What follows belongs to an exercise in optimizing a design on an open flow for small area and a short achievable clock period; a production flow would make more cautious choices.
The RTL was checked by simulation tests, not by an equivalence proof against the original design.
No activity file was given, so power comes from the tool's default toggle rates.

==> flow/design.v (excerpt) <==
module apb_acc_top (
  input  wire logic         i_clk,
  input  wire logic         i_reset,
  input  wire logic [11:0]  i_paddr,
  input  wire logic [31:0]  i_pwdata,
  input  wire logic         i_pwrite,
  input  wire logic         i_psel,
  input  wire logic         i_penable,
  output logic      [31:0]  o_prdata,
  output logic              o_pready,
  output logic              o_pslverr
);
==> module result_fifo, before the edit <==
module result_fifo (
  input  wire logic         i_clk,
  input  wire logic         i_reset,
  input  wire logic         i_push,
  input  wire logic [26:0]  i_data,
  input  wire logic         i_pop,
  input  wire logic         i_clear,
  input  wire logic         i_en,
  output logic      [31:0]  o_head_n,     
  output logic              o_bypass,     
  output logic      [2:0]   o_status_n    
);
  logic [26:0] mem [16];
  logic [3:0]  wr_ptr;
  logic [3:0]  rd_ptr;
  logic        empty_q;
  logic        full_q;
  logic        overflow_q;
  logic        do_push;
  logic        do_pop;
  logic        empty_n;
  logic        full_n;
  logic        ovf_n;
  assign do_push = i_push & i_en & ~full_q & ~i_clear;
  assign do_pop  = i_pop & ~empty_q & ~i_clear;
  assign ovf_n   = ~i_clear & (overflow_q | (i_push & i_en & full_q));
  always_comb
  begin
    empty_n = empty_q;
    full_n  = full_q;
    if (i_clear)
    begin
      empty_n = 1'b1;
      full_n  = 1'b0;
    end
    else if (do_push & ~do_pop)
    begin
      empty_n = 1'b0;
      full_n  = (wr_ptr + 4'd1 == rd_ptr);
    end
    else if (do_pop & ~do_push)
    begin
      empty_n = (rd_ptr + 4'd1 == wr_ptr);
      full_n  = 1'b0;
    end
  end
  always_ff @(posedge i_clk or posedge i_reset)
  begin
    if (i_reset)
    begin
      wr_ptr     <= '0;
      rd_ptr     <= '0;
      empty_q    <= 1'b1;
      full_q     <= 1'b0;
      overflow_q <= 1'b0;
    end
    else
    begin
      empty_q    <= empty_n;
      full_q     <= full_n;
      overflow_q <= ovf_n;
      if (i_clear)
      begin
        wr_ptr <= '0;
        rd_ptr <= '0;
      end
      else
      begin
        if (do_push)
          wr_ptr <= wr_ptr + 4'd1;
        if (do_pop)
          rd_ptr <= rd_ptr + 4'd1;
      end
    end
  end
  always_ff @(posedge i_clk)
  begin
    if (do_push)
      mem[wr_ptr] <= i_data;
  end
  logic [26:0] h;
  assign h = mem[rd_ptr];
  always_comb
  begin
    if (i_clear)
      o_head_n = '0;
    else if (!empty_q)
      o_head_n = {{5{h[26]}}, h};
    else
      o_head_n = '0;
  end
  assign o_bypass = empty_q & do_push;
  assign o_status_n = {ovf_n, full_n, empty_n};
endmodule
Settings: LEC_CHECK=0, CAP_MARGIN=20, CORE_MARGIN=2, CORE_UTILIZATION=40, CTS_BUF_LIST=sky130_fd_sc_hd__clkbuf_4 sky130_fd_sc_hd__clkbuf_8, SETUP_SLACK_MARGIN=4.2, SLEW_MARGIN=20, SYNTH_HIERARCHICAL=1, TNS_END_PERCENT=20; clock period 7.0 ns.
run.sh (not shown) runs the stock make flow with config.mk's settings and CLKGATE_MAP_FILE= SYNTH_SCRIPT=/design/flow/synth_recipe.tcl, a recipe that flattens the netlist after the stock synthesis.
Edit:
--- a/flow/design.v
+++ b/flow/design.v
@@ -2044,11 +2044,11 @@
   input  wire logic         i_en,
   output logic      [31:0]  o_head_n,     
   output logic              o_bypass,     
   output logic      [2:0]   o_status_n    
 );
-  logic [26:0] mem [16];
+  logic [25:0] mem [16];
   logic [3:0]  wr_ptr;
   logic [3:0]  rd_ptr;
   logic        empty_q;
   logic        full_q;
   logic        overflow_q;
@@ -2110,20 +2110,22 @@
     end
   end
   always_ff @(posedge i_clk)
   begin
     if (do_push)
-      mem[wr_ptr] <= i_data;
+      mem[wr_ptr] <= i_data[25:0];
   end
-  logic [26:0] h;
-  assign h = mem[rd_ptr];
+  logic [25:0] h;
+  logic        h_neg;
+  assign h     = mem[rd_ptr];
+  assign h_neg = h[25] & (h[24:0] != '0);
   always_comb
   begin
     if (i_clear)
       o_head_n = '0;
     else if (!empty_q)
-      o_head_n = {{5{h[26]}}, h};
+      o_head_n = {{6{h_neg}}, h};
     else
       o_head_n = '0;
   end
   assign o_bypass = empty_q & do_push;
   assign o_status_n = {ovf_n, full_n, empty_n};
Effect:
- design area falls by 0.36%
- synthesized cell count came out lower by 3.0%
- setup slack improves by 0.037 ns
- routed wire length fell by 4.1%
- sequential power fell by about 2%
- sequential cell count went down by 16
- fmax is higher by 1.3%
- area after synthesis falls by 1.6%
- global-route usage shrinks by 0.64 points
- die area goes down by 1.6%

---

Setup of main:
Starting RTL as in the previous note.
Settings: LEC_CHECK=0, CAP_MARGIN=20, CORE_MARGIN=2, CORE_UTILIZATION=40, CTS_BUF_LIST=sky130_fd_sc_hd__clkbuf_4 sky130_fd_sc_hd__clkbuf_8, PLACE_DENSITY=0.7, SETUP_SLACK_MARGIN=4.2, SLEW_MARGIN=20, SYNTH_HIERARCHICAL=1, TNS_END_PERCENT=20; clock period 7.0 ns.
Relative to main, the following input files were edited for the feature branch:
--- a/flow/design.v
+++ b/flow/design.v
@@ -2044,11 +2044,11 @@
   input  wire logic         i_en,
   output logic      [31:0]  o_head_n,     
   output logic              o_bypass,     
   output logic      [2:0]   o_status_n    
 );
-  logic [26:0] mem [16];
+  logic [25:0] mem [16];
   logic [3:0]  wr_ptr;
   logic [3:0]  rd_ptr;
   logic        empty_q;
   logic        full_q;
   logic        overflow_q;
@@ -2110,20 +2110,22 @@
     end
   end
   always_ff @(posedge i_clk)
   begin
     if (do_push)
-      mem[wr_ptr] <= i_data;
+      mem[wr_ptr] <= i_data[25:0];
   end
-  logic [26:0] h;
-  assign h = mem[rd_ptr];
+  logic [25:0] h;
+  logic        h_neg;
+  assign h     = mem[rd_ptr];
+  assign h_neg = h[25] & (h[24:0] != '0);
   always_comb
   begin
     if (i_clear)
       o_head_n = '0;
     else if (!empty_q)
-      o_head_n = {{5{h[26]}}, h};
+      o_head_n = {{6{h_neg}}, h};
     else
       o_head_n = '0;
   end
   assign o_bypass = empty_q & do_push;
   assign o_status_n = {ovf_n, full_n, empty_n};
==> comparison <==
As of the feature branch, average footprint of a synthesized cell had risen slightly compared to main.
Per the comparison of the feature branch with main, via count -about 2%, pin slew with the least headroom to its limit -56 ps, overall track demand over capacity in global routing +0.73 points, instance count after placement with tap cells included -180.

---

apb_acc_top, a different RTL version from the one above (not shown whole).
For scale: about 3900 cells after synthesis, roughly 0.050 sq mm of cells after synthesis.
Design apb_acc_top, start of the top module:
module apb_acc_top (
  input  wire logic         i_clk,
  input  wire logic         i_reset,
  input  wire logic [11:0]  i_paddr,
  input  wire logic [31:0]  i_pwdata,
  input  wire logic         i_pwrite,
  input  wire logic         i_psel,
  input  wire logic         i_penable,
  output logic      [31:0]  o_prdata,
  output logic              o_pready,
  output logic              o_pslverr
);
  logic [95:0] taps;
  logic [3:0]  ntaps_n;
  logic        setup;
  logic        access;
  logic        sample_wr;
  logic        filter_clear;
  logic        push;
  logic [26:0] data;
  logic        pop;
  logic        fifo_clear;
  logic        fifo_en;
  logic [31:0] head_n;
  logic [2:0]  status_n;
  logic        bypass;
  assign o_pready  = 1'b1;
  assign o_pslverr = 1'b0;
  apb_regs u_regs (
    .i_clk          (i_clk),
    .i_reset        (i_reset),
    .i_paddr        (i_paddr),
    .i_pwdata       (i_pwdata),
    .i_pwrite       (i_pwrite),
    .i_psel         (i_psel),
    .i_penable      (i_penable),
    .o_prdata       (o_prdata),
  ...
==> module result_fifo, before the edit <==
module result_fifo (
  input  wire logic         i_clk,
  input  wire logic         i_reset,
  input  wire logic         i_push,
  input  wire logic [26:0]  i_data,
  input  wire logic         i_pop,
  input  wire logic         i_clear,
  input  wire logic         i_en,
  output logic      [31:0]  o_head_n,     
  output logic              o_bypass,     
  output logic      [2:0]   o_status_n    
);
  logic [25:0] mem [16];
  logic [3:0]  wr_ptr;
  logic [3:0]  rd_ptr;
  logic        empty_q;
  logic        full_q;
  logic        overflow_q;
  logic [25:0] pend_data;
  logic [3:0]  pend_ptr;
  logic        pend_q;
  logic        do_push;
  logic        do_pop;
  logic        empty_n;
  logic        full_n;
  logic        ovf_n;
  assign do_push = i_push & i_en & ~full_q & ~i_clear;
  assign do_pop  = i_pop & ~empty_q & ~i_clear;
  assign ovf_n   = ~i_clear & (overflow_q | (i_push & i_en & full_q));
  always_comb
  begin
    empty_n = empty_q;
    full_n  = full_q;
    if (i_clear)
    begin
      empty_n = 1'b1;
      full_n  = 1'b0;
    end
    else if (do_push & ~do_pop)
    begin
      empty_n = 1'b0;
      full_n  = (wr_ptr + 4'd1 == rd_ptr);
    end
    else if (do_pop & ~do_push)
    begin
      empty_n = (rd_ptr + 4'd1 == wr_ptr);
      full_n  = 1'b0;
    end
  end
  always_ff @(posedge i_clk or posedge i_reset)
  begin
    if (i_reset)
    begin
      wr_ptr     <= '0;
      rd_ptr     <= '0;
      empty_q    <= 1'b1;
      full_q     <= 1'b0;
      overflow_q <= 1'b0;
    end
    else
    begin
      empty_q    <= empty_n;
      full_q     <= full_n;
      overflow_q <= ovf_n;
      if (i_clear)
      begin
        wr_ptr <= '0;
        rd_ptr <= '0;
      end
      else
      begin
        if (do_push)
          wr_ptr <= wr_ptr + 4'd1;
        if (do_pop)
          rd_ptr <= rd_ptr + 4'd1;
      end
    end
  end
  always_ff @(posedge i_clk or posedge i_reset)
  begin
    if (i_reset)
      pend_q <= 1'b0;
    else
      pend_q <= do_push;
  end
  always_ff @(posedge i_clk)
  begin
    pend_data <= i_data[25:0];
    pend_ptr  <= wr_ptr;
    if (pend_q)
      mem[pend_ptr] <= pend_data;
  end
  logic [25:0] h;
  logic        h_neg;
  assign h     = (pend_q && pend_ptr == rd_ptr) ? pend_data : mem[rd_ptr];
  assign h_neg = h[25] & (h[24:0] != '0);
  always_comb
  begin
    if (i_clear)
      o_head_n = '0;
    else if (!empty_q)
      o_head_n = {{6{h_neg}}, h};
    else
      o_head_n = '0;
  end
  assign o_bypass = empty_q & do_push;
  assign o_status_n = {ovf_n, full_n, empty_n};
endmodule
clock: 7.0 ns
lec_check: 0
cap_margin: 20
core_margin: 2
core_utilization: 40
cts_buf_list: sky130_fd_sc_hd__clkbuf_4 sky130_fd_sc_hd__clkbuf_8
setup_slack_margin: 4.2
slew_margin: 20
synth_hierarchical: 1
tns_end_percent: 20
Edit:
--- a/flow/design.v
+++ b/flow/design.v
@@ -2763,11 +2763,8 @@
   logic [3:0]  rd_ptr;
   logic        empty_q;
   logic        full_q;
   logic        overflow_q;
-  logic [25:0] pend_data;
-  logic [3:0]  pend_ptr;
-  logic        pend_q;
   logic        do_push;
   logic        do_pop;
   logic        empty_n;
   logic        full_n;
@@ -2823,25 +2820,16 @@
           rd_ptr <= rd_ptr + 4'd1;
       end
     end
   end
-  always_ff @(posedge i_clk or posedge i_reset)
-  begin
-    if (i_reset)
-      pend_q <= 1'b0;
-    else
-      pend_q <= do_push;
-  end
   always_ff @(posedge i_clk)
   begin
-    pend_data <= i_data[25:0];
-    pend_ptr  <= wr_ptr;
-    if (pend_q)
-      mem[pend_ptr] <= pend_data;
+    if (do_push)
+      mem[wr_ptr] <= i_data[25:0];
   end
   logic [25:0] h;
   logic        h_neg;
-  assign h     = (pend_q && pend_ptr == rd_ptr) ? pend_data : mem[rd_ptr];
+  assign h     = mem[rd_ptr];
   assign h_neg = h[25] & (h[24:0] != '0);
   always_comb
   begin
     if (i_clear)
Result: The changed run completed with no timing, DRC or antenna violations; setup slack gains 0.30 ns; power came out higher by 4.5%; sequential power shrinks by about 2%; global-route usage is higher by 0.15 points; non-clock buffer count rises by 38.

## separate check: timing with driven ports
How much do the figures lean on ideal ports? The routed layouts below were timed once more, with nothing changed but the port constraints. Step 1 sets driving cells, clkbuf_16 on the clock port and buf_2 on the other inputs (assumed; they add their load-dependent delay and slew). Step 2 also shifts input and output timing later by t, the mid clock arrival at the registers, as if the neighbouring blocks saw the same clock. a / b / c = ideal / step 1 / step 2; a / b = the first two.
| run | shift t [ns] | setup WS [ns] | worst setup path at the end | slew at the worst register clock pin (ns) | pins driven straight from the clock port |
|---|---|---|---|---|---|
| the first run of note 1 | 0.935 | 4.076 / 4.059 / 3.137 | input to register | 0.07 / 0.07 | 1 |
| the second run of note 1 | 0.907 | 4.113 / 4.039 / 3.273 | input to register | 0.07 / 0.07 | 1 |
| main | 0.897 | 4.087 / 4.072 / 3.240 | input to register | 0.07 / 0.07 | 1 |
| the feature branch | 0.917 | 4.049 / 4.049 / 3.261 | input to register | 0.08 / 0.08 | 1 |
| the first run of note 3 | 0.956 | 3.573 / 3.573 / 2.969 | input to register | 0.07 / 0.07 | 1 |
| the second run of note 3 | 0.927 | 3.876 / 3.876 / 3.217 | input to register | 0.07 / 0.07 | 1 |
After both steps setup and hold are still met in every run listed. The setup slack of the first run of note 1, which loses most, moves by -0.017 ns with the drivers and by -0.939 ns with both steps.
